Source: an optimization exercise on an open RTL-to-GDS flow (aim: small area and a short achievable clock period). Production flows keep margins and buffers that such runs may drop.
Only simulation tests tie the RTL to the original design; equivalence was not proved.
Power is estimated from default activity; no workload was simulated.

===== design.v =====
package mcb_port_pkg;
  localparam int DATA_FIFO_DEPTH = 64;
  localparam logic [1:0] CLS_WRITE   = 2'd0;
  localparam logic [1:0] CLS_READ    = 2'd1;
  localparam logic [1:0] CLS_REFRESH = 2'd2;
  localparam logic [1:0] CLS_INVALID = 2'd3;
  function automatic logic [1:0] instr_class(input logic [2:0] instr);
    if (instr[2]) instr_class = (instr[1:0] == 2'b00) ? CLS_REFRESH : CLS_INVALID;
    else          instr_class = instr[0] ? CLS_READ : CLS_WRITE;
  endfunction
  function automatic logic [32:0] pack_word(input logic [3:0] mask, input logic [31:0] data);
    logic [1:0] k;
    k = mask[0] ? 2'd0 : mask[1] ? 2'd1 : mask[2] ? 2'd2 : 2'd3;
    if (mask == 4'b0000) begin
      pack_word = {1'b0, data};
    end else begin
      pack_word[32]    = 1'b1;
      pack_word[7:0]   = {mask, k, 2'b00};
      pack_word[15:8]  = (k == 2'd1) ? data[7:0] : data[15:8];
      pack_word[23:16] = (k == 2'd2) ? data[7:0] : data[23:16];
      pack_word[31:24] = (k == 2'd3) ? data[7:0] : data[31:24];
    end
  endfunction
  function automatic logic [35:0] unpack_word(input logic [32:0] w);
    logic [1:0] k;
    logic [7:0] lane0;
    k = w[32] ? w[3:2] : 2'd0;
    case (k)
      2'd0: lane0 = w[7:0];
      2'd1: lane0 = w[15:8];
      2'd2: lane0 = w[23:16];
      default: lane0 = w[31:24];
    endcase
    unpack_word = {(w[32] ? w[7:4] : 4'b0000), w[31:8], lane0};
  endfunction
  function automatic logic [31:0] merge_bytes(input logic [31:0] old_word,
                                              input logic [31:0] new_word,
                                              input logic [3:0]  keep);
    for (int i = 0; i < 4; i++) begin
      merge_bytes[8*i +: 8] = keep[i] ? old_word[8*i +: 8] : new_word[8*i +: 8];
    end
  endfunction
endpackage
module mcb_port_fifo #(
  parameter int WIDTH = 32,
  parameter int DEPTH = 64,
  localparam int BD   = DEPTH - 1,
  localparam int BW   = $clog2(BD),
  localparam int CW   = $clog2(DEPTH) + 1
) (
  input  logic             clk,
  input  logic             rst,
  input  logic             push,
  input  logic [WIDTH-1:0] din,
  input  logic             pop,
  output logic [WIDTH-1:0] dout,
  output logic [CW-1:0]    count,
  output logic             full,
  output logic             empty,
  output logic             push_drop,
  output logic             pop_err
);
  logic [WIDTH-1:0] buf_r [BD];
  logic [WIDTH-1:0] head_r;
  logic [BW-1:0]    wr_ptr_r;
  logic [BW-1:0]    rd_ptr_r;
  logic [CW-1:0]    count_r;
  logic [CW-1:0]    count_nxt_s;
  logic             empty_r;
  logic             single_r;      
  logic             push_ok_s;
  logic             pop_ok_s;
  logic             head_din_s;
  logic             head_buf_s;
  logic             buf_push_s;
  logic [WIDTH-1:0] buf_head_s;
  always_comb begin
    buf_head_s = {WIDTH{1'b0}};
    for (int i = 0; i < BD; i++) begin
      buf_head_s = buf_head_s | (buf_r[i] & {WIDTH{rd_ptr_r == BW'(i)}});
    end
  end
  function automatic logic [BW-1:0] next_ptr(input logic [BW-1:0] p);
    next_ptr = (p == BW'(BD - 1)) ? {BW{1'b0}} : p + BW'(1);
  endfunction
  always_comb begin
    pop_ok_s    = pop & ~empty_r;
    push_ok_s   = push & (~count_r[CW-1] | pop_ok_s);
    push_drop   = push & ~push_ok_s;
    pop_err     = pop & empty_r;
    head_buf_s  = pop_ok_s & ~single_r;
    head_din_s  = push_ok_s & (empty_r | (pop_ok_s & single_r));
    buf_push_s  = push_ok_s & ~head_din_s;
    case ({push_ok_s, pop_ok_s})
      2'b10:   count_nxt_s = count_r + CW'(1);
      2'b01:   count_nxt_s = count_r - CW'(1);
      default: count_nxt_s = count_r;
    endcase
  end
  always_ff @(posedge clk) begin
    if (~count_r[CW-1] | pop) begin
      buf_r[wr_ptr_r] <= din;
    end
  end
  always_ff @(posedge clk or posedge rst) begin
    if (rst) begin
      head_r   <= {WIDTH{1'b0}};
      wr_ptr_r <= {BW{1'b0}};
      rd_ptr_r <= {BW{1'b0}};
      count_r  <= {CW{1'b0}};
      empty_r  <= 1'b1;
      single_r <= 1'b1;
    end else begin
      if (head_buf_s) begin
        head_r <= buf_head_s;
      end else if (head_din_s) begin
        head_r <= din;
      end else if (pop_ok_s) begin
        head_r <= {WIDTH{1'b0}};
      end
      if (buf_push_s) begin
        wr_ptr_r <= next_ptr(wr_ptr_r);
      end
      if (head_buf_s) begin
        rd_ptr_r <= next_ptr(rd_ptr_r);
      end
      count_r  <= count_nxt_s;
      empty_r  <= (count_nxt_s == {CW{1'b0}});
      single_r <= (count_nxt_s[CW-1:1] == {(CW-1){1'b0}});
    end
  end
  assign dout  = head_r;
  assign count = count_r;
  assign full  = count_r[CW-1];
  assign empty = empty_r;
endmodule
module mcb_port_model #(
  parameter int MEM_AW         = 6,
  parameter int CMD_DEPTH      = 4,
  parameter int READ_LATENCY   = 4,
  parameter int REFRESH_CYCLES = 8
) (
  input  logic        clk,
  input  logic        rst,
  input  logic        cmd_en,
  input  logic [2:0]  cmd_instr,
  input  logic [5:0]  cmd_bl,
  input  logic [27:0] cmd_word_addr,
  output logic        cmd_empty,
  output logic        cmd_full,
  input  logic        wr_en,
  input  logic [3:0]  wr_mask,
  input  logic [31:0] wr_data,
  output logic        wr_full,
  output logic        wr_empty,
  output logic [6:0]  wr_count,
  output logic        wr_underrun,
  output logic        wr_error,
  input  logic        rd_en,
  output logic [31:0] rd_data,
  output logic        rd_full,
  output logic        rd_empty,
  output logic [6:0]  rd_count,
  output logic        rd_overflow,
  output logic        rd_error
);
  localparam int CMD_W  = 2 + 6 + MEM_AW;
  localparam int CMD_CW = $clog2(CMD_DEPTH) + 1;
  localparam int WR_W   = 33;
  logic [CMD_W-1:0]  cmd_head_s;
  logic [CMD_CW-1:0] cmd_count_s;
  logic              cmd_empty_s;
  logic              cmd_pop_s;
  logic              cmd_drop_s;
  logic              cmd_pop_err_s;
  logic [WR_W-1:0]   wr_din_s;
  logic [WR_W-1:0]   wr_head_s;
  logic              wr_empty_s;
  logic              wr_pop_s;
  logic              wr_drop_s;
  logic              wr_underrun_s;
  logic              rd_push_s;
  logic              rd_overflow_s;
  logic              rd_pop_err_s;
  logic [31:0]       ram_r [2**MEM_AW];
  logic [31:0]       rdata_r;
  logic [31:0]       ram_rd_s;        
  logic [MEM_AW-1:0] addr_r;
  logic [5:0]        beat_r;
  logic [1:0]        wait_r;
  logic              st_write_r;
  logic              st_rwait_r;
  logic              st_read_r;
  logic              st_ref_r;
  logic              st_idle_s;
  logic [35:0]       wword_s;
  logic [31:0]       wdata_s;
  logic [3:0]        wmask_s;
  logic              wr_underrun_r;
  logic              wr_error_r;
  logic              rd_overflow_r;
  logic              rd_error_r;
  assign wr_din_s = mcb_port_pkg::pack_word(wr_mask, wr_data);
  mcb_port_fifo #(.WIDTH(CMD_W), .DEPTH(CMD_DEPTH)) u_cmd_fifo (
    .clk       (clk),
    .rst       (rst),
    .push      (cmd_en),
    .din       ({mcb_port_pkg::instr_class(cmd_instr), cmd_bl, cmd_word_addr[MEM_AW-1:0]}),
    .pop       (cmd_pop_s),
    .dout      (cmd_head_s),
    .count     (cmd_count_s),
    .full      (cmd_full),
    .empty     (cmd_empty_s),
    .push_drop (cmd_drop_s),
    .pop_err   (cmd_pop_err_s)
  );
  mcb_port_fifo #(.WIDTH(WR_W), .DEPTH(mcb_port_pkg::DATA_FIFO_DEPTH)) u_wr_fifo (
    .clk       (clk),
    .rst       (rst),
    .push      (wr_en),
    .din       (wr_din_s),
    .pop       (wr_pop_s),
    .dout      (wr_head_s),
    .count     (wr_count),
    .full      (wr_full),
    .empty     (wr_empty_s),
    .push_drop (wr_drop_s),
    .pop_err   (wr_underrun_s)
  );
  mcb_port_fifo #(.WIDTH(32), .DEPTH(mcb_port_pkg::DATA_FIFO_DEPTH)) u_rd_fifo (
    .clk       (clk),
    .rst       (rst),
    .push      (rd_push_s),
    .din       (rdata_r),
    .pop       (rd_en),
    .dout      (rd_data),
    .count     (rd_count),
    .full      (rd_full),
    .empty     (rd_empty),
    .push_drop (rd_overflow_s),
    .pop_err   (rd_pop_err_s)
  );
  assign st_idle_s = ~(st_write_r | st_rwait_r | st_read_r | st_ref_r);
  assign cmd_pop_s = st_idle_s & ~cmd_empty_s;
  assign wr_pop_s  = st_write_r;
  assign rd_push_s = st_read_r;
  assign wword_s   = mcb_port_pkg::unpack_word(wr_head_s);
  assign wdata_s   = wword_s[31:0];
  assign wmask_s   = wword_s[35:32];
  always_ff @(posedge clk) begin
    for (int i = 0; i < 2**MEM_AW; i++) begin
      for (int l = 0; l < 4; l++) begin
        if (st_write_r && addr_r == MEM_AW'(i) && !wmask_s[l]) begin
          ram_r[i][8*l +: 8] <= wdata_s[8*l +: 8];
        end
      end
    end
  end
  always_ff @(posedge clk) begin
    rdata_r <= ram_rd_s;
  end
  always_comb begin
    ram_rd_s = 32'h0000_0000;
    for (int i = 0; i < 2**MEM_AW; i++) begin
      ram_rd_s = ram_rd_s | (ram_r[i] & {32{addr_r == MEM_AW'(i)}});
    end
  end
  always_ff @(posedge clk or posedge rst) begin
    if (rst) begin
      st_write_r <= 1'b0;
      st_rwait_r <= 1'b0;
      st_read_r  <= 1'b0;
      st_ref_r   <= 1'b0;
      addr_r     <= {MEM_AW{1'b0}};
      beat_r     <= 6'd0;
      wait_r     <= 2'd0;
    end else begin
      if (st_idle_s) begin
        if (!cmd_empty_s) begin
          addr_r     <= cmd_head_s[MEM_AW-1:0];
          beat_r     <= (cmd_head_s[CMD_W-1 -: 2] == mcb_port_pkg::CLS_REFRESH)
                        ? 6'(REFRESH_CYCLES - 1) : cmd_head_s[MEM_AW +: 6];
          wait_r     <= 2'd0;
          st_write_r <= (cmd_head_s[CMD_W-1 -: 2] == mcb_port_pkg::CLS_WRITE);
          st_rwait_r <= (cmd_head_s[CMD_W-1 -: 2] == mcb_port_pkg::CLS_READ);
          st_ref_r   <= (cmd_head_s[CMD_W-1 -: 2] == mcb_port_pkg::CLS_REFRESH);
        end
      end
      if (st_write_r | st_read_r | st_ref_r) begin
        if (!st_ref_r) begin
          addr_r <= addr_r + MEM_AW'(1);
        end
        if (beat_r == 6'd0) begin
          st_write_r <= 1'b0;
          st_read_r  <= 1'b0;
          st_ref_r   <= 1'b0;
        end else begin
          beat_r <= beat_r - 6'd1;
        end
      end
      if (st_rwait_r) begin
        wait_r <= wait_r + 2'd1;
        if (wait_r == 2'(READ_LATENCY - 1)) begin
          st_rwait_r <= 1'b0;
          st_read_r  <= 1'b1;
          addr_r     <= addr_r + MEM_AW'(1);
        end
      end
    end
  end
  always_ff @(posedge clk or posedge rst) begin
    if (rst) begin
      wr_underrun_r <= 1'b0;
      wr_error_r    <= 1'b0;
      rd_overflow_r <= 1'b0;
      rd_error_r    <= 1'b0;
    end else begin
      if (wr_underrun_s) begin
        wr_underrun_r <= 1'b1;
      end
      if (cmd_drop_s | wr_drop_s) begin
        wr_error_r <= 1'b1;
      end
      if (rd_overflow_s) begin
        rd_overflow_r <= 1'b1;
      end
      if (rd_pop_err_s) begin
        rd_error_r <= 1'b1;
      end
    end
  end
  assign cmd_empty   = cmd_empty_s;
  assign wr_empty    = wr_empty_s;
  assign wr_underrun = wr_underrun_r;
  assign wr_error    = wr_error_r;
  assign rd_overflow = rd_overflow_r;
  assign rd_error    = rd_error_r;
endmodule

===== run.sh =====
#!/bin/bash
# synth_recipe.tcl (not shown) runs the flow's synth.tcl, then flattens the netlist and writes it again
# the make line also repeats each setting of config.mk as NAME=value (left out here)
make -C /OpenROAD-flow-scripts/flow DESIGN_CONFIG=/design/flow/config.mk WORK_HOME=/design/flow/orfs CLKGATE_MAP_FILE= SYNTH_SCRIPT=/design/flow/synth_recipe.tcl finish

===== config.mk =====
export PLATFORM = sky130hd
export DESIGN_NAME = mcb_port_model
export DESIGN_NICKNAME = mcb_port_model
export VERILOG_FILES = /design/flow/design.v
export SDC_FILE = /design/flow/constraint.sdc
export NUM_CORES = 4
export LEC_CHECK = 0
export CAP_MARGIN = 20
export CORE_MARGIN = 2
export CORE_UTILIZATION = 65
export SLEW_MARGIN = 20

===== constraint.sdc =====
create_clock -name core_clock -period 6.0 [get_ports {clk}]
set_input_delay 1.2000 -clock core_clock [delete_from_list [all_inputs] [get_ports {clk}]]
set_output_delay 1.2000 -clock core_clock [all_outputs]
set_load 0.01 [all_outputs]

==> flow_summary_export.csv, run 1 <==
group,metric,value,unit
critical_path,critPathBufInv,2,
critical_path,critPathKind,"reg -> reg",
run,max_cap_violations,0,
sta,max_freq,190,MHz
power,power_leakage,85.3,nW
critical_path,crit_cells,9,
synth,synth_async_sr_flop_share,0.0239,
sta,worst_slew_pin_slew,1.34,ns
synth,synth-edff-count,6185,
critical_path,cp_max_fanout,32,
grt,all_layer_gr_usage,0.526,
critical_path,path_delay_family,"simple AND/OR/NAND/NOR gates",
power,worst_vdd_ir,567,uV
placement,dp_hpwl,554000,um
sta,fin_crit_share,0.876,
placement,dp_cells,17771,
drt,first_pass_iters,9,
critical_path,cp-start-kind,"flip-flop",
worst_hold_path,min_path_type,"reg -> reg",
sta,clock_skew,0.0603,ns
synth,synth-seq-cells,6369,
drt,vias,155391,
clock_tree,worst_skew_pair.late_latency,1.14,ns
critical_path,critical-path-slowest-cell,"dfrtp_1",
critical_path,setup.worst_path.end,"u_wr_fifo.head_r[8]$_DFFE_PP0P_",
finish,syn2layout_area_growth,14.7,%
critical_path,critical_path.reg2reg.startpoint,"u_wr_fifo.rd_ptr_r[5]$_DFFE_PP0P_",
synth,ys_warn_count,5,
critical_path,cells_along_the_critical_path,"or3b_2 -> nor2_4 -> buf_4 -> buf_4 -> a22oi_1 -> nand4_1 -> or4_1 -> nor4_1 -> o21ai_0",
critical_path,timing.critical_path.slowest_cell_delay,1.08,ns
grt,grt_start_max_net_pins,72,
finish,final_cells,18970,
run_status,status,"complete, no violations",
drt,routed_via_density,8.19,
sta,fin_crit,5.25,ns
synth,post_synth.cell_area_avg,18.1,um2
sta,timing.max_slew.rel_slack,0.100,
clock_tree,cts-htree-levels,6,
grt,leftover_overflow_at_the_end_of_global_routing,0,
drt,detailed_router_s_first_iteration_violation_count,40238,
finish,design.final.nets,13766,
critical_path,worst-r2r-setup-slack,0.75,ns
clock_tree,postCtsSetupRepairBufs,0,
clock_tree,cts.clk_slew.worst_paths,0.07,ns
finish,post_route_cells_drive_above_1_share,0.156,
critical_path,critPathArrivalTime,6.14,ns
sta,rsz0062_at_grt,"no",
floorplanning,die-area,0.361,mm2
clock_tree,maximum_clock_insertion_buffer_count,4,
placement,numPortBuffers,111,
synth,synth_nets,12949,
grt,first_pass_grt_wire_length,1250000,um
floorplanning,width_of_the_die,601,um
critical_path,crit-reg2reg-capture,"u_wr_fifo.head_r[8]$_DFFE_PP0P_",
critical_path,critPathMostFrequentCell,"buf_4",
floorplanning,standard_cell_row_count,219,
floorplanning,die_h,601,um
clock_tree,total_cts_buffers,617,
critical_path,timing.critical_path.to_type,"flip-flop",
floorplanning,floorplan.initialDensity,0.652,
drt,ant_nets,0,
clock_tree,postCtsResizedCells,0,
clock_tree,holdBufCountCts,0,
synth,syn_area,0.232,mm2
drt,detailed_route_wire_length_per_cell,50.7,um
critical_path,critPathLaunch,"u_wr_fifo.rd_ptr_r[5]$_DFFE_PP0P_",
sta,hold_violation_count_in_the_final_report,0,
sta,final_max_slew_viol_count,0,
drt,drc,0,
sta,setup-tns-final,0,ns
synth,netlist-cell-type-count,77,
finish,fillCellCount,20547,
grt,antenna_found_initial,66,
grt,via_count_of_the_first_global_routing_pass,142813,
floorplanning,core,0.355,mm2
synth,post_synth_inst_count,12836,
synth,ys_seq_area_frac,0.821,
critical_path,rr_worst_depth,9,
drt,routed_wirelength,962000,um
sta,setup_viol_count_final,0,
placement,routabilityCongestion,0.996,
clock_tree,clk_root_buffer_cell,"clkbuf_16",
critical_path,required,6.88,ns
clock_tree,cts_tree,"yes",
clock_tree,cts.sink_count,6369,
floorplanning,design.portCount,134,
finish,final_core_util,0.748,
power,power_density,459,mW/mm2
synth,synth_top_flop_cell,"edfxtp_1",
-- synthesized netlist by cell type, types with 34 or more instances --
master	instances	share of area
edfxtp_1	6185	0.80
a22oi_1	1631	0.053
a22o_1	706	0.027
a221oi_1	676	0.026
nor2_1	674	0.011
nand2_1	619	0.010
clkbuf_1	525	0.0085
nand4_1	391	0.011
buf_2	153	0.0033
dfrtp_1	146	0.016
a21oi_1	125	0.0027
nor4_1	124	0.0033
nand3_1	119	0.0026
nor3_1	101	0.0022
o21ai_0	88	0.0019
inv_1	42	0.00068
buf_1	40	0.00065
mux2_2	34	0.0017
-- how the worst min path moves through the flow --
stage / start / to / slack, ns / depth (start not counted)
floorplan: beat_r[5]$_DFF_PP0_ / beat_r[5]$_DFF_PP0_ / 0.46 / 1
global placement: wr_underrun_r$_DFFE_PP0P_ / wr_underrun_r$_DFFE_PP0P_ / 0.44 / 1
detailed placement: rd_error_r$_DFFE_PP0P_ / rd_error_r$_DFFE_PP0P_ / 0.45 / 1
CTS: rd_error_r$_DFFE_PP0P_ / rd_error_r$_DFFE_PP0P_ / 0.47 / 1
global route: rd_error_r$_DFFE_PP0P_ / rd_error_r$_DFFE_PP0P_ / 0.49 / 1
finish: rd_error_r$_DFFE_PP0P_ / rd_error_r$_DFFE_PP0P_ / 0.46 / 1
-- power breakdown --
part | switching (W) | total, W | internal [W]
logic | 0.0190 | 0.0243 | 0.00524
registers | 0.00286 | 0.0592 | 0.0563
clock network | 0.0167 | 0.0386 | 0.0219
-- cells by family after synthesis --
kind of cell / Yosys count / synth area share
AOI/OAI and AO/OA: 3352 / 0.114
DFF: 6369 / 0.821
adders and majority gates: 35 / 0.00199
and+or+nand+nor: 2235 / 0.0462
muxes: 57 / 0.00265
buffers and inverters: 771 / 0.0135
xor gates and xnor gates: 17 / 0.000643
-- metrics by stage --
step                      hold slack [ns]  worst slack (ns)  cell area [um2]  total power (W)
after floorplan                     0.459             0.539           232000           0.0687
after global placement              0.443             0.911           245000           0.0816
after detailed placement            0.452              1.24           246000           0.0823
after CTS                           0.466              1.22           265000            0.120
after global routing                0.487              1.04           266000            0.123
final                               0.461             0.745           266000            0.122
-- cell usage in the layout (no fill, tap or decap), types with 27 or more instances in the layout --
cell | Yosys | routed
nor2_2 | 0 | 86
clkbuf_8 | 0 | 37
a22o_1 | 706 | 698
nor3_1 | 101 | 93
nor2_1 | 674 | 276
edfxtp_1 | 6185 | 6185
bufinv_16 | 0 | 42
diode_2 | 0 | 61
a21oi_1 | 125 | 125
clkbuf_1 | 525 | 151
dfrtp_1 | 146 | 122
buf_12 | 0 | 77
nor4_1 | 124 | 114
buf_4 | 8 | 723
clkdlybuf4s50_1 | 0 | 111
o21ai_0 | 88 | 86
nand3_1 | 119 | 119
clkbuf_16 | 0 | 645
mux2_2 | 34 | 27
nand4_1 | 391 | 391
a22oi_1 | 1631 | 1631
a221oi_1 | 676 | 676
nand2_1 | 619 | 615
nor2_4 | 0 | 312
ha_1 | 32 | 32
clkinv_1 | 1 | 139
inv_1 | 42 | 40
clkinv_2 | 0 | 75
-- sequential cells by signal, summed over array words and instances (netlist names), 2 cells and up --
register	cells
u_wr_fifo.count_r	7
beat_r	6
addr_r	6
ram_r	2048
u_wr_fifo.buf_r	2079
u_cmd_fifo.count_r	3
u_cmd_fifo.buf_r	42
u_rd_fifo.count_r	7
u_wr_fifo.rd_ptr_r	6
u_rd_fifo.rd_ptr_r	6
wait_r	2
u_cmd_fifo.head_r	14
u_rd_fifo.buf_r	2016
u_wr_fifo.head_r	33
rdata_r	32
u_cmd_fifo.wr_ptr_r	2
u_rd_fifo.head_r	32
u_wr_fifo.wr_ptr_r	6
u_rd_fifo.wr_ptr_r	6
u_cmd_fifo.rd_ptr_r	2
-- per-layer routing --
metal	GRT usage	vias up	wire length, um
met4	0.387	46	91300
met3	0.220	4715	185000
met1	0.671	75896	289000
met5	0.00159	-	516
li1	-	55328	-
met2	0.726	19406	395000
-- area by class of cell --
| class | instances | area (um2) | share of cell area |
|---|---|---|---|
| multi-input combinational | 5696 | 41100 | 0.155 |
| clock inverter | 291 | 2510 | 0.00945 |
| sequential | 6369 | 190000 | 0.716 |
| antenna | 61 | 153 | 0.000574 |
| clock buffer | 833 | 17200 | 0.0648 |
| inverter | 43 | 169 | 0.000636 |
| tap | 4751 | 5940 | 0.0224 |
| timing repair buffer | 926 | 8370 | 0.0315 |
==> run 2: changes to the inputs <==
--- a/config.mk
+++ b/config.mk
@@ -8,4 +8,4 @@
 export CAP_MARGIN = 20
 export CORE_MARGIN = 2
-export CORE_UTILIZATION = 65
+export CORE_UTILIZATION = 40
 export SLEW_MARGIN = 20
==> run 2 against run 1 <==
First-iteration DRC count is 12% lower. Routed wire length is 2.1% higher. Combinational power hardly changed.
==> flow_summary_export.csv, run 2 <==
group,metric,value,unit
sta,rsz0062_at_grt,"no",
sta,setup_viol_count_final,0,
critical_path,timing.critical_path.to_type,"flip-flop",
synth,yosys-top-cells-area,"edfxtp_1 (80%), a22oi_1 (5.3%), a22o_1 (2.7%), a221oi_1 (2.6%), dfrtp_1 (1.6%)",
floorplanning,core,0.577,mm2
run,max_cap_violations,0,
synth,synthDominantAreaCellType,"edfxtp_1",
sta,timing.max_slew.rel_slack,0.130,
synth,synth-seq-cells,6369,
clock_tree,maximum_clock_insertion_buffer_count,4,
synth,synth_top_flop_cell,"edfxtp_1",
sta,fin_crit_share,0.793,
sta,final_max_slew_viol_count,0,
synth,syn_area,0.232,mm2
synth,yosysMostFrequentCell,"edfxtp_1",
floorplanning,floorplan.initialDensity,0.402,
clock_tree,postCtsSetupRepairBufs,0,
finish,multi_input_area,0.0411,mm2
power,power_leakage,85.5,nW
drt,vias,151707,
drt,ant_nets,0,
clock_tree,holdBufCountCts,0,
critical_path,cp-start-kind,"flip-flop",
clock_tree,cts-htree-levels,6,
placement,dp_hpwl,568000,um
power,worst_vdd_ir,770,uV
floorplanning,standard_cell_row_count,279,
clock_tree,worst_skew_pair.late_latency,1.18,ns
grt,antenna_found_initial,63,
floorplanning,width_of_the_die,765,um
clock_tree,clk_root_buffer_cell,"clkbuf_16",
clock_tree,cts_tree,"yes",
drt,detailed_route_wire_length_per_cell,44.6,um
sta,hold_violation_count_in_the_final_report,0,
power,post-layout-total-power,0.123,W
clock_tree,postCtsResizedCells,0,
synth,synth-edff-count,6185,
synth,post_synth.cell_area_avg,18.1,um2
power,power_density,457,mW/mm2
synth,synth_async_sr_flop_share,0.0239,
finish,design.final.nets,13772,
sta,clock_skew,0.107,ns
clock_tree,cts.clk_slew.worst_paths,0.06,ns
synth,ys_seq_area_frac,0.821,
placement,numPortBuffers,111,
critical_path,critPathArrivalTime,5.64,ns
floorplanning,die-area,0.585,mm2
drt,routed_via_density,6.89,
synth,post_synth_most_frequent_cells,"edfxtp_1 (6185), a22oi_1 (1631), a22o_1 (706), a221oi_1 (676), nor2_1 (674)",
synth,post_synth_inst_count,12836,
clock_tree,total_cts_buffers,640,
drt,first_pass_iters,9,
finish,largest_registers,"u_wr_fifo.buf_r: 2079 flops, ram_r: 2048 flops, u_rd_fifo.buf_r: 2016 flops",
finish,fillCellCount,48057,
floorplanning,design.portCount,134,
finish,largest_register,"u_wr_fifo.buf_r",
sta,max_freq,210,MHz
critical_path,cp_max_fanout,21,
finish,largest_register_ff_count,2079,
finish,syn2layout_area_growth,16.6,%
worst_hold_path,min_path_type,"reg -> reg",
sta,setup-tns-final,0,ns
worst_hold_path,hold_start,"rd_error_r$_DFFE_PP0P_",
grt,via_count_of_the_first_global_routing_pass,136539,
synth,synth_nets,12949,
drt,routed_wirelength,982000,um
finish,layout_common_cells,"edfxtp_1 (6185), a22oi_1 (1631), buf_4 (705)",
sta,fin_crit,4.76,ns
critical_path,critPathKind,"reg -> reg",
drt,detailed_router_s_first_iteration_violation_count,35467,
synth,netlist-cell-type-count,77,
finish,post_route_cells_drive_above_1_share,0.158,
synth,post-synth-top-area-fraction,0.802,
floorplanning,die_h,765,um
grt,all_layer_gr_usage,0.324,
clock_tree,cts.sink_count,6369,
placement,routabilityCongestion,0.941,
critical_path,critical_path.reg2reg.startpoint,"u_wr_fifo.rd_ptr_r[2]$_DFFE_PP0P_",
grt,grt_start_max_net_pins,67,
drt,drc,0,
critical_path,required,6.89,ns
grt,leftover_overflow_at_the_end_of_global_routing,0,
synth,ys_warn_count,5,
sta,worst_slew_pin_slew,1.30,ns
grt,first_pass_grt_wire_length,1270000,um
critical_path,critPathLaunch,"u_wr_fifo.rd_ptr_r[2]$_DFFE_PP0P_",
finish,seq_area,0.190,mm2
finish,mostFrequentLayoutCell,"edfxtp_1",
run_status,status,"complete, no violations",
[run 2: stage by stage]
| step | hold slack (ns) | instances | util | setup WS (ns) | cell area [um2] |
|---|---|---|---|---|---|
| 6_report | 0.465 | 22024 | 0.468 | 1.24 | 270000 |
| 3_3_place_gp | 0.444 | 20727 | 0.432 | 1.22 | 249000 |
| 4_1_cts | 0.470 | 21912 | 0.468 | 1.54 | 270000 |
| 5_1_grt | 0.487 | 21984 | 0.468 | 1.36 | 270000 |
| 3_5_place_dp | 0.455 | 20739 | 0.432 | 1.34 | 249000 |
| 2_1_floorplan | 0.459 | 12836 | - | 0.539 | 232000 |
[run 2: power by group]
group,total [W],leakage [nW],switching (W),internal [W]
Clock,0.0396,9.95,0.0177,0.0219
Sequential,0.0592,58.1,0.00287,0.0563
Combinational,0.0246,17.5,0.0194,0.00525
[run 2: path summary, 6_finish.rpt]
path	end	slack (ns)	depth (start not counted)
min in group asynchronous	u_rd_fifo.count_r[3]$_DFF_PP0_	0.54	2
max in group asynchronous	u_wr_fifo.head_r[21]$_DFFE_PP0P_	3.87	3
min reg2reg	rd_error_r$_DFFE_PP0P_	0.46	1
min	rd_error_r$_DFFE_PP0P_	0.46	1
max	u_wr_fifo.head_r[19]$_DFFE_PP0P_	1.24	10
max reg2reg	u_wr_fifo.head_r[19]$_DFFE_PP0P_	1.24	10
[run 2: metal layers]
metal  vias to the layer above  GRT usage  wire length, um
met3                      3433      0.115           167000
met4                        50      0.190            72700
met5                         -    0.00138              458
li1                      55418          -                -
met1                     76552      0.419           326000
met2                     16254      0.472           416000
[run 2: layout make-up]
type	instances	share of cell area
inverters	43	0.000625
well taps	7727	0.0358
clock buffers	827	0.0635
diodes	107	0.000991
multi-input cells	5696	0.152
repair buffers	909	0.0307
flip-flops and latches	6369	0.704
clock inverters	346	0.0120
[run 2: kinds of logic after synthesis]
| kind of cell | count (synthesis) | synth area share |
|---|---|---|
| XOR/XNOR | 17 | 0.000643 |
| buffers and inverters | 771 | 0.0135 |
| multiplexers | 57 | 0.00265 |
| AO/OA/AOI/OAI | 3352 | 0.114 |
| AND/OR/NAND/NOR | 2235 | 0.0462 |
| flip-flops | 6369 | 0.821 |
| adder cells (fa/ha/maj) | 35 | 0.00199 |
[run 2: worst max-delay path, cell delays in order (launching register included)]
cell and delay (ns):
dfrtp_1 0.55, buf_4 0.25, or2_1 0.61, buf_4 0.42, nor2_4 0.22, buf_4 0.43
a22o_1 0.33, a221oi_1 0.21, nand4_1 0.19, nor4_1 0.81, o21ai_0 0.44
==> run 3: changes to the inputs <==
--- a/design.v
+++ b/design.v
@@ -46,5 +46,4 @@
   parameter int DEPTH = 64,
   localparam int BD   = DEPTH - 1,
-  localparam int BW   = $clog2(BD),
   localparam int CW   = $clog2(DEPTH) + 1
 ) (
@@ -63,12 +62,16 @@
   logic [WIDTH-1:0] buf_r [BD];
   logic [WIDTH-1:0] head_r;
-  logic [BW-1:0]    wr_ptr_r;
-  logic [BW-1:0]    rd_ptr_r;
+  logic [BD-1:0]    wr_sel_r;      
+  logic [BD-1:0]    rd_sel_r;      
   logic [CW-1:0]    count_r;
-  logic [CW-1:0]    count_nxt_s;
-  logic             empty_r;
+  logic             empty_r;       
   logic             single_r;      
+  logic             full_s;
+  logic             is1_s;
+  logic             is2_s;
   logic             push_ok_s;
   logic             pop_ok_s;
+  logic             inc_s;
+  logic             dec_s;
   logic             head_din_s;
   logic             head_buf_s;
@@ -78,27 +81,24 @@
     buf_head_s = {WIDTH{1'b0}};
     for (int i = 0; i < BD; i++) begin
-      buf_head_s = buf_head_s | (buf_r[i] & {WIDTH{rd_ptr_r == BW'(i)}});
+      buf_head_s = buf_head_s | (buf_r[i] & {WIDTH{rd_sel_r[i]}});
     end
   end
-  function automatic logic [BW-1:0] next_ptr(input logic [BW-1:0] p);
-    next_ptr = (p == BW'(BD - 1)) ? {BW{1'b0}} : p + BW'(1);
-  endfunction
-  always_comb begin
-    pop_ok_s    = pop & ~empty_r;
-    push_ok_s   = push & (~count_r[CW-1] | pop_ok_s);
-    push_drop   = push & ~push_ok_s;
-    pop_err     = pop & empty_r;
-    head_buf_s  = pop_ok_s & ~single_r;
-    head_din_s  = push_ok_s & (empty_r | (pop_ok_s & single_r));
-    buf_push_s  = push_ok_s & ~head_din_s;
-    case ({push_ok_s, pop_ok_s})
-      2'b10:   count_nxt_s = count_r + CW'(1);
-      2'b01:   count_nxt_s = count_r - CW'(1);
-      default: count_nxt_s = count_r;
-    endcase
-  end
+  assign full_s     = count_r[CW-1];
+  assign is1_s      = (count_r == CW'(1));
+  assign is2_s      = (count_r == CW'(2));
+  assign pop_ok_s   = pop & ~empty_r;
+  assign push_ok_s  = push & (~full_s | pop);
+  assign push_drop  = push & ~push_ok_s;
+  assign pop_err    = pop & empty_r;
+  assign inc_s      = push_ok_s & ~pop_ok_s;
+  assign dec_s      = pop_ok_s & ~push_ok_s;
+  assign head_buf_s = pop_ok_s & ~single_r;
+  assign head_din_s = push_ok_s & single_r & (empty_r | pop);
+  assign buf_push_s = push_ok_s & ~head_din_s;
   always_ff @(posedge clk) begin
-    if (~count_r[CW-1] | pop) begin
-      buf_r[wr_ptr_r] <= din;
+    for (int i = 0; i < BD; i++) begin
+      if (wr_sel_r[i] && (~full_s | pop)) begin
+        buf_r[i] <= din;
+      end
     end
   end
@@ -106,6 +106,6 @@
     if (rst) begin
       head_r   <= {WIDTH{1'b0}};
-      wr_ptr_r <= {BW{1'b0}};
-      rd_ptr_r <= {BW{1'b0}};
+      wr_sel_r <= BD'(1);
+      rd_sel_r <= BD'(1);
       count_r  <= {CW{1'b0}};
       empty_r  <= 1'b1;
@@ -120,17 +120,21 @@
       end
       if (buf_push_s) begin
-        wr_ptr_r <= next_ptr(wr_ptr_r);
+        wr_sel_r <= {wr_sel_r[BD-2:0], wr_sel_r[BD-1]};
       end
       if (head_buf_s) begin
-        rd_ptr_r <= next_ptr(rd_ptr_r);
+        rd_sel_r <= {rd_sel_r[BD-2:0], rd_sel_r[BD-1]};
+      end
+      if (inc_s) begin
+        count_r <= count_r + CW'(1);
+      end else if (dec_s) begin
+        count_r <= count_r - CW'(1);
       end
-      count_r  <= count_nxt_s;
-      empty_r  <= (count_nxt_s == {CW{1'b0}});
-      single_r <= (count_nxt_s[CW-1:1] == {(CW-1){1'b0}});
+      empty_r  <= (empty_r & ~push_ok_s) | (is1_s & dec_s);
+      single_r <= empty_r | (is1_s & ~inc_s) | (is2_s & dec_s);
     end
   end
   assign dout  = head_r;
   assign count = count_r;
-  assign full  = count_r[CW-1];
+  assign full  = full_s;
   assign empty = empty_r;
 endmodule
@@ -186,5 +190,5 @@
   logic [31:0]       rdata_r;
   logic [31:0]       ram_rd_s;        
-  logic [MEM_AW-1:0] addr_r;
+  logic [2**MEM_AW-1:0] asel_r;     
   logic [5:0]        beat_r;
   logic [1:0]        wait_r;
@@ -251,5 +255,5 @@
     for (int i = 0; i < 2**MEM_AW; i++) begin
       for (int l = 0; l < 4; l++) begin
-        if (st_write_r && addr_r == MEM_AW'(i) && !wmask_s[l]) begin
+        if (st_write_r && asel_r[i] && !wmask_s[l]) begin
           ram_r[i][8*l +: 8] <= wdata_s[8*l +: 8];
         end
@@ -263,5 +267,5 @@
     ram_rd_s = 32'h0000_0000;
     for (int i = 0; i < 2**MEM_AW; i++) begin
-      ram_rd_s = ram_rd_s | (ram_r[i] & {32{addr_r == MEM_AW'(i)}});
+      ram_rd_s = ram_rd_s | (ram_r[i] & {32{asel_r[i]}});
     end
   end
@@ -272,5 +276,5 @@
       st_read_r  <= 1'b0;
       st_ref_r   <= 1'b0;
-      addr_r     <= {MEM_AW{1'b0}};
+      asel_r     <= {{(2**MEM_AW-1){1'b0}}, 1'b1};
       beat_r     <= 6'd0;
       wait_r     <= 2'd0;
@@ -278,5 +282,5 @@
       if (st_idle_s) begin
         if (!cmd_empty_s) begin
-          addr_r     <= cmd_head_s[MEM_AW-1:0];
+          asel_r     <= (2**MEM_AW)'(1) << cmd_head_s[MEM_AW-1:0];
           beat_r     <= (cmd_head_s[CMD_W-1 -: 2] == mcb_port_pkg::CLS_REFRESH)
                         ? 6'(REFRESH_CYCLES - 1) : cmd_head_s[MEM_AW +: 6];
@@ -289,5 +293,5 @@
       if (st_write_r | st_read_r | st_ref_r) begin
         if (!st_ref_r) begin
-          addr_r <= addr_r + MEM_AW'(1);
+          asel_r <= {asel_r[2**MEM_AW-2:0], asel_r[2**MEM_AW-1]};
         end
         if (beat_r == 6'd0) begin
@@ -304,5 +308,5 @@
           st_rwait_r <= 1'b0;
           st_read_r  <= 1'b1;
-          addr_r     <= addr_r + MEM_AW'(1);
+          asel_r     <= {asel_r[2**MEM_AW-2:0], asel_r[2**MEM_AW-1]};
         end
       end
--- a/config.mk
+++ b/config.mk
@@ -8,4 +8,7 @@
 export CAP_MARGIN = 20
 export CORE_MARGIN = 2
-export CORE_UTILIZATION = 40
+export CORE_UTILIZATION = 60
+export CTS_CLUSTER_DIAMETER = 70
+export CTS_CLUSTER_SIZE = 24
+export SETUP_SLACK_MARGIN = 3.2
 export SLEW_MARGIN = 20
==> run 3 against run 2 <==
Sequential power is 2% lower. Routed wire length rose by 6.6%. Sequential share of layout area rose by 3.8 points. Critical path type unchanged. Die area fell by 31%. Clock power down 31%. Setup slack better by 1.7 ns. Global-route usage is 18 points higher. Count of clock-buffer cells in the layout shrank 352. Still clean. Non-clock buffer count grew 136. Worst hold slack improved by 0.019 ns. Core utilization grew 20 points. Largest power group unchanged. Final area is 1.2% lower.
==> flow_summary_export.csv, run 3 <==
group,metric,value,unit
run_status,status,"complete, no violations",
drt,drc,0,
sta,timing.hold.ws,0.484,ns
finish,post_route_cells_drive_above_1_share,0.178,
synth,synth_top_flop_cell,"edfxtp_1",
clock_tree,cts-htree-levels,5,
finish,mostFrequentLayoutCell,"edfxtp_1",
power,power_spent_charging_and_discharging_nets,0.0344,W
finish,largest_registers,"u_wr_fifo.buf_r: 2079 flops, ram_r: 2048 flops, u_rd_fifo.buf_r: 2016 flops",
clock_tree,cts_tree,"yes",
clock_tree,holdBufCountCts,0,
critical_path,critPathArrivalTime,4.04,ns
power,power_share_of_the_sequential_group,0.540,
sta,clock_skew,0.0785,ns
placement,numPortBuffers,111,
drt,first_pass_iters,12,
floorplanning,width_of_the_die,637,um
grt,via_count_of_the_first_global_routing_pass,140640,
synth,post-synth-top-area-fraction,0.771,
critical_path,cp_max_fanout,18,
sta,setup_viol_count_final,0,
critical_path,critPathBufInv,1,
sta,timing.max_slew.rel_slack,0.170,
synth,yosys-top-cells-area,"edfxtp_1 (77%), a221oi_1 (4.6%), a22o_1 (4.6%), dfrtp_1 (4.4%), a22oi_1 (1.5%)",
clock_tree,cts.clk_slew.worst_paths,0.10,ns
finish,largest_register,"u_wr_fifo.buf_r",
synth,synth_nets,12880,
finish,design.final.nets,13402,
synth,netlist-cell-type-count,61,
critical_path,critPathKind,"reg -> reg",
floorplanning,die_h,637,um
synth,post_synth_most_frequent_cells,"edfxtp_1 (6185), a221oi_1 (1265), a22o_1 (1265), clkbuf_1 (610), a22oi_1 (474)",
clock_tree,cts.sink_count,6657,
grt,first_pass_grt_wire_length,1340000,um
critical_path,critical-path-slowest-cell,"nor4_4",
floorplanning,design.portCount,134,
run,max_cap_violations,0,
grt,grt_start_max_net_pins,129,
finish,layout_common_cells,"edfxtp_1 (6185), a22o_1 (1263), a221oi_1 (1242)",
sta,max_freq,323,MHz
floorplanning,core,0.399,mm2
clock_tree,clk_root_buffer_cell,"clkbuf_16",
floorplanning,die-area,0.406,mm2
clock_tree,total_cts_buffers,351,
synth,yosysMostFrequentCell,"edfxtp_1",
floorplanning,standard_cell_row_count,232,
power,clock_power_share,0.256,
synth,synth-seq-cells,6657,
synth,post_synth_inst_count,12781,
synth,ys_seq_area_frac,0.820,
finish,postLayoutCellArea,0.267,mm2
synth,synth_async_sr_flop_share,0.0661,
drt,vias,158083,
sta,fin_crit_share,0.516,
power,power_leakage,86.9,nW
synth,syn_area,0.241,mm2
floorplanning,floorplan.initialDensity,0.603,
drt,routed_via_density,8.36,
critical_path,timing.critical_path.slowest_cell_delay,0.87,ns
power,post-layout-total-power,0.107,W
clock_tree,worst_skew_pair.late_latency,1.09,ns
synth,synth-edff-count,6185,
finish,largest_register_ff_count,2079,
placement,dp_hpwl,561000,um
sta,setup-tns-final,0,ns
sta,worst_slew_pin_slew,1.24,ns
synth,ys_warn_count,8,
sta,hold_violation_count_in_the_final_report,0,
drt,routed_wirelength,1050000,um
placement,placement.cell_area,0.251,mm2
critical_path,timing.critical_path.to_type,"flip-flop",
finish,fillCellCount,26329,
power,worst_vdd_ir,410,uV
power,power.internal,0.0727,W
sta,rsz0062_at_grt,"yes",
power,pwr-share-comb,0.203,
critical_path,cells_along_the_critical_path,"buf_6 -> a22o_1 -> a221oi_1 -> nand4_1 -> nor4_4 -> o211ai_1",
power,power_density,401,mW/mm2
drt,detailed_route_wire_length_per_cell,55.3,um
grt,antenna_found_initial,81,
grt,leftover_overflow_at_the_end_of_global_routing,0,
drt,ant_nets,0,
sta,fin_crit,3.10,ns
sta,final_max_slew_viol_count,0,
finish,syn2layout_area_growth,10.9,%
finish,final_core_util,0.668,
drt,detailed_router_s_first_iteration_violation_count,37857,
placement,routabilityCongestion,0.947,
synth,post_synth.cell_area_avg,18.8,um2
critical_path,required,6.95,ns
clock_tree,maximum_clock_insertion_buffer_count,4,
power,switching_share,0.321,
grt,all_layer_gr_usage,0.505,
synth,synthDominantAreaCellType,"edfxtp_1",
critical_path,cp-start-kind,"flip-flop",
critical_path,path_delay_family,"simple AND/OR/NAND/NOR gates",
worst_hold_path,min_path_type,"reg -> reg",
[run 3: cell types whose count changed after synthesis, moves of 73 or more]
cell | before | now
a22o_1 | 706 | 1265
a221oi_1 | 676 | 1265
nand3_1 | 119 | 22
nor3_1 | 101 | 12
nor2_1 | 674 | 310
mux2_2 | 34 | 224
a22oi_1 | 1631 | 474
a222oi_1 | 6 | 79
buf_2 | 153 | 243
and2_1 | 17 | 136
clkbuf_1 | 525 | 610
nand2_1 | 619 | 362
dfrtp_1 | 146 | 427
[run 3: logic make-up after synthesis]
family | after synthesis | synth area share
xor+xnor | 20 | 0.000728
flops | 6657 | 0.820
mux | 230 | 0.0107
simple gates | 1489 | 0.0319
buf+inv | 972 | 0.0170
compound gates | 3392 | 0.119
fa+ha+maj | 21 | 0.00109
[run 3: stage by stage]
| stage | worst slack, ns | instances |
|---|---|---|
| final | 2.90 | 18918 |
| after global routing | 2.93 | 18827 |
| after floorplan | -1.13 | 12781 |
| after detailed placement | 1.60 | 17888 |
| after global placement | 1.66 | 17887 |
| after CTS | 2.91 | 18711 |
[run 3: routing by layer]
metal	up-vias	wire, um	track usage
met5	-	350	0.00425
met1	79632	323000	0.642
met2	18902	430000	0.697
met3	4564	199000	0.220
li1	54935	-	-
met4	50	94800	0.356
[run 3: final cells by class]
type / count / area (um2) / area share
tap: 5265 / 6590 / 0.0247
inverter: 44 / 191 / 0.000717
antenna: 98 / 245 / 0.000919
multi-input combinational: 5199 / 41300 / 0.155
timing repair inverter: 5 / 35.0 / 0.000131
clock buffer: 475 / 9540 / 0.0358
sequential: 6657 / 198000 / 0.742
clock inverter: 130 / 1450 / 0.00542
timing repair buffer: 1045 / 9560 / 0.0358
[run 3: power groups by stage]
stage | logic [W] | registers [W] | clock network (W)
2_1_floorplan | 0.00839 | 0.0574 | 0
3_3_place_gp | 0.0181 | 0.0590 | 0
3_5_place_dp | 0.0183 | 0.0592 | 0
4_1_cts | 0.0193 | 0.0580 | 0.0271
5_1_grt | 0.0213 | 0.0580 | 0.0287
6_report | 0.0218 | 0.0579 | 0.0275
[run 3: path summary, 6_finish.rpt]
check | slack, ns | cells after the start | end | start
worst min-delay path | 0.48 | 1 | rd_error_r$_DFFE_PP0P_ | rd_error_r$_DFFE_PP0P_
worst min register to register | 0.48 | 1 | rd_error_r$_DFFE_PP0P_ | rd_error_r$_DFFE_PP0P_
min in group asynchronous | 0.66 | 2 | u_rd_fifo.head_r[14]$_DFFE_PP0P_ | rst
worst max register to register | 2.90 | 6 | u_wr_fifo.head_r[19]$_DFFE_PP0P_ | u_wr_fifo.rd_sel_r[27]$_DFFE_PP0P_
max in group asynchronous | 3.70 | 4 | u_wr_fifo.count_r[4]$_DFFE_PP0P_ | rst
worst max-delay path | 2.90 | 6 | u_wr_fifo.head_r[19]$_DFFE_PP0P_ | u_wr_fifo.rd_sel_r[27]$_DFFE_PP0P_
[run 3: what timing repair did]
item / 4_1_cts / 5_1_grt
pin swaps: 103 / 46
gates resized for setup: 608 / 101
setup buffers: 171 / 103
cloned: 47 / 5
endpoints found under the setup margin: 4852 / 1631
==> run 4: changes to the inputs <==
--- a/config.mk
+++ b/config.mk
@@ -9,6 +9,4 @@
 export CORE_MARGIN = 2
 export CORE_UTILIZATION = 60
-export CTS_CLUSTER_DIAMETER = 70
-export CTS_CLUSTER_SIZE = 24
 export SETUP_SLACK_MARGIN = 3.2
 export SLEW_MARGIN = 20
==> run 4 against run 3 <==
Still clean on timing, DRC and antenna. Fmax fell by 0.86%. Final area up 3.6%. Via count increased by 1.0%. Final cell count up 2.8%. Routed wire length about the same. Register-to-register slack worse by 0.03 ns. Non-clock buffer count decreased by 34. Clock skew down 0.0051 ns. Sequential share of layout area down 2.5 points. Critical path type unchanged. Largest power group unchanged.
==> flow_summary_export.csv, run 4 <==
group,metric,value,unit
synth,post_synth_most_frequent_cells,"edfxtp_1 (6185), a221oi_1 (1265), a22o_1 (1265), clkbuf_1 (610), a22oi_1 (474)",
synth,ys_warn_count,8,
finish,largest_register,"u_wr_fifo.buf_r",
sta,fin_crit,3.12,ns
critical_path,timing.critical_path.to_type,"flip-flop",
critical_path,required,7.00,ns
power,switching_share,0.303,
power,pwr-share-comb,0.179,
synth,synth-seq-cells,6657,
clock_tree,holdBufCountCts,0,
synth,yosys-top-cells-area,"edfxtp_1 (77%), a221oi_1 (4.6%), a22o_1 (4.6%), dfrtp_1 (4.4%), a22oi_1 (1.5%)",
placement,dp_hpwl,561000,um
synth,ys_seq_area_frac,0.820,
power,worst_vdd_ir,433,uV
clock_tree,total_cts_buffers,654,
drt,detailed_router_s_first_iteration_violation_count,37780,
synth,synth_top_flop_cell,"edfxtp_1",
finish,mostFrequentLayoutCell,"edfxtp_1",
sta,final_max_slew_viol_count,0,
critical_path,cp_max_fanout,20,
placement,preCtsSetupSlack,1.60,ns
drt,routed_via_density,8.21,
placement,routabilityCongestion,0.947,
synth,post-synth-top-area-fraction,0.771,
power,clock_power_share,0.338,
critical_path,setup.worst_path.end,"u_wr_fifo.head_r[19]$_DFFE_PP0P_",
synth,synthDominantAreaCellType,"edfxtp_1",
finish,fillCellCount,25415,
floorplanning,standard_cell_row_count,232,
sta,fin_crit_share,0.521,
drt,ant_nets,0,
grt,grt_start_max_net_pins,129,
power,power_density,436,mW/mm2
grt,all_layer_gr_usage,0.504,
finish,seq_area,0.198,mm2
floorplanning,width_of_the_die,637,um
grt,leftover_overflow_at_the_end_of_global_routing,0,
synth,post_synth.cell_area_avg,18.8,um2
synth,synth_async_sr_flop_share,0.0661,
sta,min_setup_slack_post_route,2.88,ns
critical_path,worst-r2r-setup-slack,2.88,ns
synth,yosysMostFrequentCell,"edfxtp_1",
critical_path,timing.critical_path.slowest_cell_delay,0.87,ns
drt,first_pass_iters,22,
clock_tree,cts.clk_slew.worst_paths,0.07,ns
finish,layout_common_cells,"edfxtp_1 (6185), a22o_1 (1263), a221oi_1 (1235)",
placement,numPortBuffers,111,
critical_path,crit-reg2reg-capture,"u_wr_fifo.head_r[19]$_DFFE_PP0P_",
critical_path,rr_worst_depth,6,
synth,combinational_family_with_the_most_area_after_synthesis,"compound AO/OA/AOI/OAI gates",
grt,via_count_of_the_first_global_routing_pass,143746,
finish,design.final.nets,13661,
clock_tree,maximum_clock_insertion_buffer_count,4,
worst_hold_path,min_path_type,"reg -> reg",
clock_tree,cts_tree,"yes",
floorplanning,core,0.399,mm2
run_status,status,"complete, no violations",
power,post-layout-total-power,0.120,W
sta,timing.max_slew.rel_slack,0.123,
critical_path,critPathKind,"reg -> reg",
sta,clock_skew,0.0733,ns
sta,rsz0062_at_grt,"yes",
drt,detailed_route_wire_length_per_cell,53.8,um
drt,vias,159714,
power,power_leakage,91.5,nW
drt,routed_wirelength,1050000,um
finish,multi_input_area,0.0413,mm2
sta,setup_viol_count_final,0,
finish,largest_register_ff_count,2079,
sta,timing.hold.ws,0.511,ns
synth,synth_nets,12880,
critical_path,critPathArrivalTime,4.12,ns
synth,syn_area,0.241,mm2
clock_tree,cts-htree-levels,6,
run,max_cap_violations,0,
sta,hold_violation_count_in_the_final_report,0,
synth,synth-edff-count,6185,
drt,drc,0,
critical_path,critical_path.reg2reg.startpoint,"u_wr_fifo.rd_sel_r[22]$_DFFE_PP0P_",
floorplanning,die-area,0.406,mm2
floorplanning,design.portCount,134,
finish,post_route_cells_drive_above_1_share,0.197,
clock_tree,cts.sink_count,6657,
power,power.internal,0.0839,W
clock_tree,worst_skew_pair.late_latency,1.16,ns
finish,largest_registers,"u_wr_fifo.buf_r: 2079 flops, ram_r: 2048 flops, u_rd_fifo.buf_r: 2016 flops",
synth,post_synth_inst_count,12781,
finish,syn2layout_area_growth,14.8,%
power,power_share_of_the_sequential_group,0.483,
synth,synth_adder_area_share,0.00109,
grt,antenna_found_initial,80,
power,power_spent_charging_and_discharging_nets,0.0365,W
floorplanning,die_h,637,um
grt,first_pass_grt_wire_length,1340000,um
synth,synth-simple-area-share,0.0319,
critical_path,cp-start-kind,"flip-flop",
synth,synthXorXnorAreaFrac,0.000728,
clock_tree,clk_root_buffer_cell,"clkbuf_16",
sta,max_freq,320,MHz
floorplanning,floorplan.initialDensity,0.603,
critical_path,critPathLaunch,"u_wr_fifo.rd_sel_r[22]$_DFFE_PP0P_",
critical_path,critical-path-slowest-cell,"nor4_4",
sta,worst_slew_pin_slew,1.32,ns
synth,synth.area.mux_share,0.0107,
synth,netlist-cell-type-count,61,
synth,synth-compound-area-share,0.119,
critical_path,cells_along_the_critical_path,"buf_6 -> a22o_1 -> a221oi_1 -> nand4_1 -> nor4_4 -> o211ai_1",
[run 4: layout make-up]
type	count	share of cell area
Sequential cell	6657	0.716
Multi-Input combinational cell	5189	0.149
Clock buffer	899	0.0663
Timing Repair Buffer	1011	0.0336
Tap cell	5265	0.0238
Clock inverter	291	0.00906
Antenna cell	90	0.000815
Inverter	44	0.000697
Timing Repair inverter	5	0.000118
[run 4: cells by family (layout without fill, tap and decap cells)]
kind of cell / Yosys count / after routing
DFF: 6657 / 6657
AOI/OAI and AO/OA: 3392 / 3392
and+or+nand+nor: 1489 / 1526
buffers and inverters: 972 / 2250
muxes: 230 / 230
adders and majority gates: 21 / 21
xor gates and xnor gates: 20 / 20
other: 0 / 90
[run 4: repair_timing]
action | CTS | global route
endpoints found under the setup margin | 4423 | 2026
resized for setup | 593 | 116
gates cloned | 34 | 8
setup buffers | 157 | 82
pin swaps | 91 | 50
hold endpoints to repair | 0 | 0
[run 4: critical path: cells and delay by family (launching register included)]
family                 cells  cell delay, ns
DFF                        1            0.72
AOI/OAI and AO/OA          3            0.69
and+or+nand+nor            2            1.15
buffers and inverters      1            0.34
[run 4: power groups by stage]
stage / combinational [W] / sequential (W) / clock (W)
floorplan: 0.00839 / 0.0574 / 0
global placement: 0.0181 / 0.0590 / 0
detailed placement: 0.0183 / 0.0592 / 0
CTS: 0.0193 / 0.0581 / 0.0403
global route: 0.0212 / 0.0582 / 0.0421
finish: 0.0216 / 0.0581 / 0.0407
[run 4: how the worst min path moves through the flow]
stage | start | end | depth (start not counted)
4_1_cts | rd_error_r$_DFFE_PP0P_ | rd_error_r$_DFFE_PP0P_ | 1
3_5_place_dp | rd_error_r$_DFFE_PP0P_ | rd_error_r$_DFFE_PP0P_ | 1
3_3_place_gp | rd_error_r$_DFFE_PP0P_ | rd_error_r$_DFFE_PP0P_ | 1
5_1_grt | rd_overflow_r$_DFFE_PP0P_ | rd_overflow_r$_DFFE_PP0P_ | 1
2_1_floorplan | u_cmd_fifo.head_r[10]$_DFFE_PP0P_ | beat_r[4]$_DFF_PP0_ | 1
6_report | rd_overflow_r$_DFFE_PP0P_ | rd_overflow_r$_DFFE_PP0P_ | 1
[run 4: stage by stage]
step / area (um2) / instances / util / TNS (ns)
6_report: 276000 / 19451 / 0.692 / 0
5_1_grt: 276000 / 19366 / 0.691 / 0
4_1_cts: 275000 / 19269 / 0.688 / 0
3_5_place_dp: 251000 / 17888 / 0.628 / 0
3_3_place_gp: 251000 / 17887 / 0.628 / 0
2_1_floorplan: 241000 / 12781 / - / -484.49
[run 4: layer usage]
metal,share of wire,GRT usage
met5,0.00060,0.0136
met4,0.092,0.350
met3,0.19,0.217
met2,0.41,0.697
met1,0.31,0.644
==> run 5: changes to the inputs <==
--- a/design.v
+++ b/design.v
@@ -46,4 +46,5 @@
   parameter int DEPTH = 64,
   localparam int BD   = DEPTH - 1,
+  localparam int BW   = $clog2(BD),
   localparam int CW   = $clog2(DEPTH) + 1
 ) (
@@ -62,5 +63,5 @@
   logic [WIDTH-1:0] buf_r [BD];
   logic [WIDTH-1:0] head_r;
-  logic [BD-1:0]    wr_sel_r;      
+  logic [BW-1:0]    wr_ptr_r;      
   logic [BD-1:0]    rd_sel_r;      
   logic [CW-1:0]    count_r;
@@ -98,5 +99,5 @@
   always_ff @(posedge clk) begin
     for (int i = 0; i < BD; i++) begin
-      if (wr_sel_r[i] && (~full_s | pop)) begin
+      if (wr_ptr_r == BW'(i) && (~full_s | pop)) begin
         buf_r[i] <= din;
       end
@@ -106,5 +107,5 @@
     if (rst) begin
       head_r   <= {WIDTH{1'b0}};
-      wr_sel_r <= BD'(1);
+      wr_ptr_r <= {BW{1'b0}};
       rd_sel_r <= BD'(1);
       count_r  <= {CW{1'b0}};
@@ -120,5 +121,5 @@
       end
       if (buf_push_s) begin
-        wr_sel_r <= {wr_sel_r[BD-2:0], wr_sel_r[BD-1]};
+        wr_ptr_r <= (wr_ptr_r == BW'(BD - 1)) ? {BW{1'b0}} : wr_ptr_r + BW'(1);
       end
       if (head_buf_s) begin
--- a/config.mk
+++ b/config.mk
@@ -9,4 +9,6 @@
 export CORE_MARGIN = 2
 export CORE_UTILIZATION = 60
-export SETUP_SLACK_MARGIN = 3.2
+export CTS_CLUSTER_DIAMETER = 60
+export CTS_CLUSTER_SIZE = 20
+export SETUP_SLACK_MARGIN = 3.3
 export SLEW_MARGIN = 20
==> run 5 against run 4 <==
Still clean on timing, DRC and antenna. Sequential power up 2%. Fmax rose by 2.2%. Register-to-register slack better by 0.23 ns. Count of clock-buffer cells in the layout is 341 lower. Final area down 1.6%. Worst hold slack lost 0.0050 ns. Power grew 2.3%. Clock skew fell by 0.010 ns. Combinational power increased by 39%. Area after synthesis shrank 1.7%. First-iteration DRC count grew 1.1%. Critical endpoint is now rd_empty.
==> flow_summary_export.csv, run 5 <==
group,metric,value,unit
run_status,status,"complete, no violations",
critical_path,critPathArrivalTime,1.86,ns
grt,antenna_found_initial,63,
worst_hold_path,min_path_type,"reg -> reg",
placement,routabilityCongestion,1.03,
critical_path,critPathKind,"reg -> out",
drt,routed_via_density,8.21,
synth,post_synth_most_frequent_cells,"edfxtp_1 (6185), a22o_1 (1278), a221oi_1 (1263), clkbuf_1 (583), a22oi_1 (514)",
clock_tree,cts_tree,"yes",
critical_path,cp_max_fanout,2,
power,power_share_of_the_sequential_group,0.482,
finish,final_core_util,0.693,
synth,syn_area,0.237,mm2
clock_tree,cts.clk_slew.worst_paths,0.07,ns
synth,ys_seq_area_frac,0.822,
synth,synth_top_flop_cell,"edfxtp_1",
sta,final_max_slew_viol_count,0,
power,power_leakage,88.0,nW
synth,post_synth_inst_count,12604,
drt,detailed_route_wire_length_per_cell,53.3,um
worst_hold_path,worst_hold_path.num_cells,1,
synth,synth_async_sr_flop_share,0.0497,
run,max_cap_violations,0,
floorplanning,design.portCount,134,
critical_path,path_delay_family,"flip-flops",
drt,first_pass_iters,6,
grt,first_pass_grt_wire_length,1320000,um
grt,leftover_overflow_at_the_end_of_global_routing,0,
critical_path,cp-start-kind,"flip-flop",
sta,fin_crit,3.06,ns
critical_path,timing.critical_path.to_type,"output pin",
synth,ys_warn_count,8,
synth,synth_nets,12711,
clock_tree,maximum_clock_insertion_buffer_count,4,
sta,worst_slew_pin_slew,1.14,ns
sta,rsz0062_at_grt,"yes",
synth,yosysMostFrequentCell,"edfxtp_1",
floorplanning,standard_cell_row_count,230,
sta,setup_viol_count_final,0,
power,power.internal,0.0810,W
clock_tree,clk_root_buffer_cell,"clkbuf_16",
clock_tree,cts.sink_count,6542,
finish,layout_common_cells,"edfxtp_1 (6185), a22o_1 (1269), a221oi_1 (1206)",
synth,post_synth.cell_area_avg,18.8,um2
clock_tree,total_cts_buffers,466,
synth,yosys-top-cells-area,"edfxtp_1 (78%), a22o_1 (4.7%), a221oi_1 (4.7%), dfrtp_1 (3.3%), a22oi_1 (1.6%)",
drt,routed_wirelength,1020000,um
finish,syn2layout_area_growth,14.9,%
sta,timing.max_slew.rel_slack,0.240,
drt,ant_nets,0,
placement,numPortBuffers,111,
power,clock_power_share,0.275,
critical_path,rr_worst_depth,4,
synth,synth-seq-cells,6542,
power,pwr-share-comb,0.244,
grt,grt_start_max_net_pins,111,
critical_path,cells_along_the_critical_path,"buf_6",
floorplanning,die-area,0.399,mm2
floorplanning,width_of_the_die,632,um
grt,all_layer_gr_usage,0.505,
finish,post_route_cells_drive_above_1_share,0.210,
synth,synthDominantAreaCellType,"edfxtp_1",
sta,clock_skew,0.0631,ns
finish,design.final.nets,13554,
drt,detailed_router_s_first_iteration_violation_count,38189,
synth,netlist-cell-type-count,65,
critical_path,crit_cells,1,
critical_path,timing.critical_path.slowest_cell_delay,0.66,ns
critical_path,required,4.80,ns
power,worst_vdd_ir,1020,uV
power,switching_share,0.343,
finish,largest_register,"u_wr_fifo.buf_r",
sta,max_freq,327,MHz
clock_tree,holdBufCountCts,0,
power,power_density,453,mW/mm2
clock_tree,worst_skew_pair.late_latency,1.11,ns
placement,dp_hpwl,565000,um
finish,largest_register_ff_count,2079,
synth,synth-edff-count,6185,
sta,hold_violation_count_in_the_final_report,0,
drt,vias,157293,
critical_path,critical-path-slowest-cell,"dfstp_2",
finish,largest_registers,"u_wr_fifo.buf_r: 2079 flops, ram_r: 2048 flops, u_rd_fifo.buf_r: 2016 flops",
clock_tree,cts-htree-levels,5,
sta,fin_crit_share,0.509,
power,power_spent_charging_and_discharging_nets,0.0422,W
critical_path,critPathBufInv,1,
finish,mostFrequentLayoutCell,"edfxtp_1",
floorplanning,die_h,632,um
floorplanning,core,0.393,mm2
grt,via_count_of_the_first_global_routing_pass,141633,
synth,post-synth-top-area-fraction,0.785,
floorplanning,floorplan.initialDensity,0.603,
sta,timing.hold.ws,0.506,ns
drt,drc,0,
[run 5: cell types whose count changed after synthesis, moves of 17 or more]
| cell | change |
|---|---|
| a22oi_1 | +40 |
| a2bb2oi_1 | -17 |
| a32oi_1 | -19 |
| and2_1 | -129 |
| clkbuf_1 | -27 |
| dfrtp_1 | -112 |
| mux2_2 | -124 |
| nand2_1 | +30 |
| nor2_1 | +135 |
| o21ai_0 | -19 |
| o21ai_1 | +32 |
[run 5: per-layer routing]
layer | wire length (um) | share of wire | up-vias | GRT usage
met4 | 91600 | 0.090 | 57 | 0.361
met3 | 192000 | 0.19 | 4390 | 0.200
li1 | - | - | 55202 | -
met1 | 317000 | 0.31 | 78591 | 0.654
met2 | 420000 | 0.41 | 19053 | 0.696
met5 | 1010 | 0.00099 | - | 0.00362
[run 5: logic make-up after synthesis]
| logic type | synth area share |
|---|---|
| muxes | 0.00489 |
| buffers and inverters | 0.0169 |
| adders and majority gates | 0.00153 |
| DFF | 0.822 |
| and+or+nand+nor | 0.0326 |
| AOI/OAI and AO/OA | 0.121 |
| xor gates and xnor gates | 0.000629 |
[run 5: area by class of cell]
cell class	instances	area, um2
Tap cell	5220	6530
Timing Repair Buffer	1277	12800
Clock buffer	558	12300
Multi-Input combinational cell	5124	41200
Antenna cell	82	205
Clock inverter	317	3530
Inverter	36	140
Fill cell	25110	121000
Sequential cell	6542	195000
[run 5: power by group through the flow]
stage | Combinational, W | Clock (W) | Sequential (W)
2_1_floorplan | 0.00899 | 0 | 0.0597
4_1_cts | 0.0271 | 0.0335 | 0.0593
6_report | 0.0301 | 0.0338 | 0.0593
3_3_place_gp | 0.0236 | 0 | 0.0606
5_1_grt | 0.0289 | 0.0351 | 0.0595
3_5_place_dp | 0.0240 | 0 | 0.0608
[run 5: through the flow]
step                cell area, um2  total power (W)  setup slack [ns]  TNS, ns  std cells
global placement            248000           0.0842            -0.323   -0.323      17713
CTS                         270000            0.120              2.92        0      18929
floorplan                   237000           0.0687             0.471        0      12604
detailed placement          248000           0.0848              1.20        0      17732
global route                272000            0.123              2.94        0      19099
finish                      272000            0.123              2.94        0      19156
[run 5: path summary, 6_finish.rpt]
| path | start | end | slack [ns] |
|---|---|---|---|
| max | u_rd_fifo.empty_r$_DFF_PP1_ | rd_empty | 2.94 |
| min | wait_r[0]$_DFFE_PP0P_ | wait_r[0]$_DFFE_PP0P_ | 0.51 |
| max reg2reg | st_write_r$_DFF_PP0_ | ram_r[6][7]$_DFFE_PP_ | 3.11 |
| min reg2reg | wait_r[0]$_DFFE_PP0P_ | wait_r[0]$_DFFE_PP0P_ | 0.51 |
| max in group asynchronous | rst | u_wr_fifo.head_r[23]$_DFFE_PP0P_ | 3.83 |
| min in group asynchronous | rst | u_rd_fifo.rd_sel_r[45]$_DFFE_PP0P_ | 0.68 |
[run 5: what timing repair did]
action                     4_1_cts  5_1_grt
setup endpoints to repair     6813     1758
cloned                           4        2
pin swaps                      125       43
buffers inserted               318      142
resized for setup              931      194

[afterwards: timing with drivers on the ports]
The results above use ideal ports. As a check the final layouts listed here were re-extracted and re-timed, cells and wires unchanged. Step 1 assumes that a clkbuf_16 drives the clock port and a buf_2 every other input. Step 2 moves the port delays by t, midway between the first and last clock arrival at a register: inputs arrive t later, outputs are due t later. That takes back most of the time a late clock gives input paths. Three values: no drivers, after step 1, after step 2; two values: the first two.
run	t (ns)	setup slack, ns	hold slack, ns	slew at the worst register clock pin (ns)
run 1	1.232	0.745 / 0.745 / 0.745	0.461 / 0.461 / 0.461	0.07 / 0.07
run 2	1.254	1.244 / 1.244 / 0.983	0.465 / 0.428 / 0.465	0.07 / 0.07
run 3	1.175	2.903 / 2.863 / 2.078	0.484 / 0.484 / 0.484	0.10 / 0.10
run 4	1.250	2.876 / 2.814 / 1.922	0.511 / 0.503 / 0.511	0.07 / 0.07
run 5	1.196	2.945 / 2.820 / 2.227	0.506 / 0.506 / 0.506	0.09 / 0.09
After both steps every run listed still meets setup and hold. For run 4, which loses most, drivers alone change the setup slack by -0.062 ns; drivers and shift together by -0.954 ns.
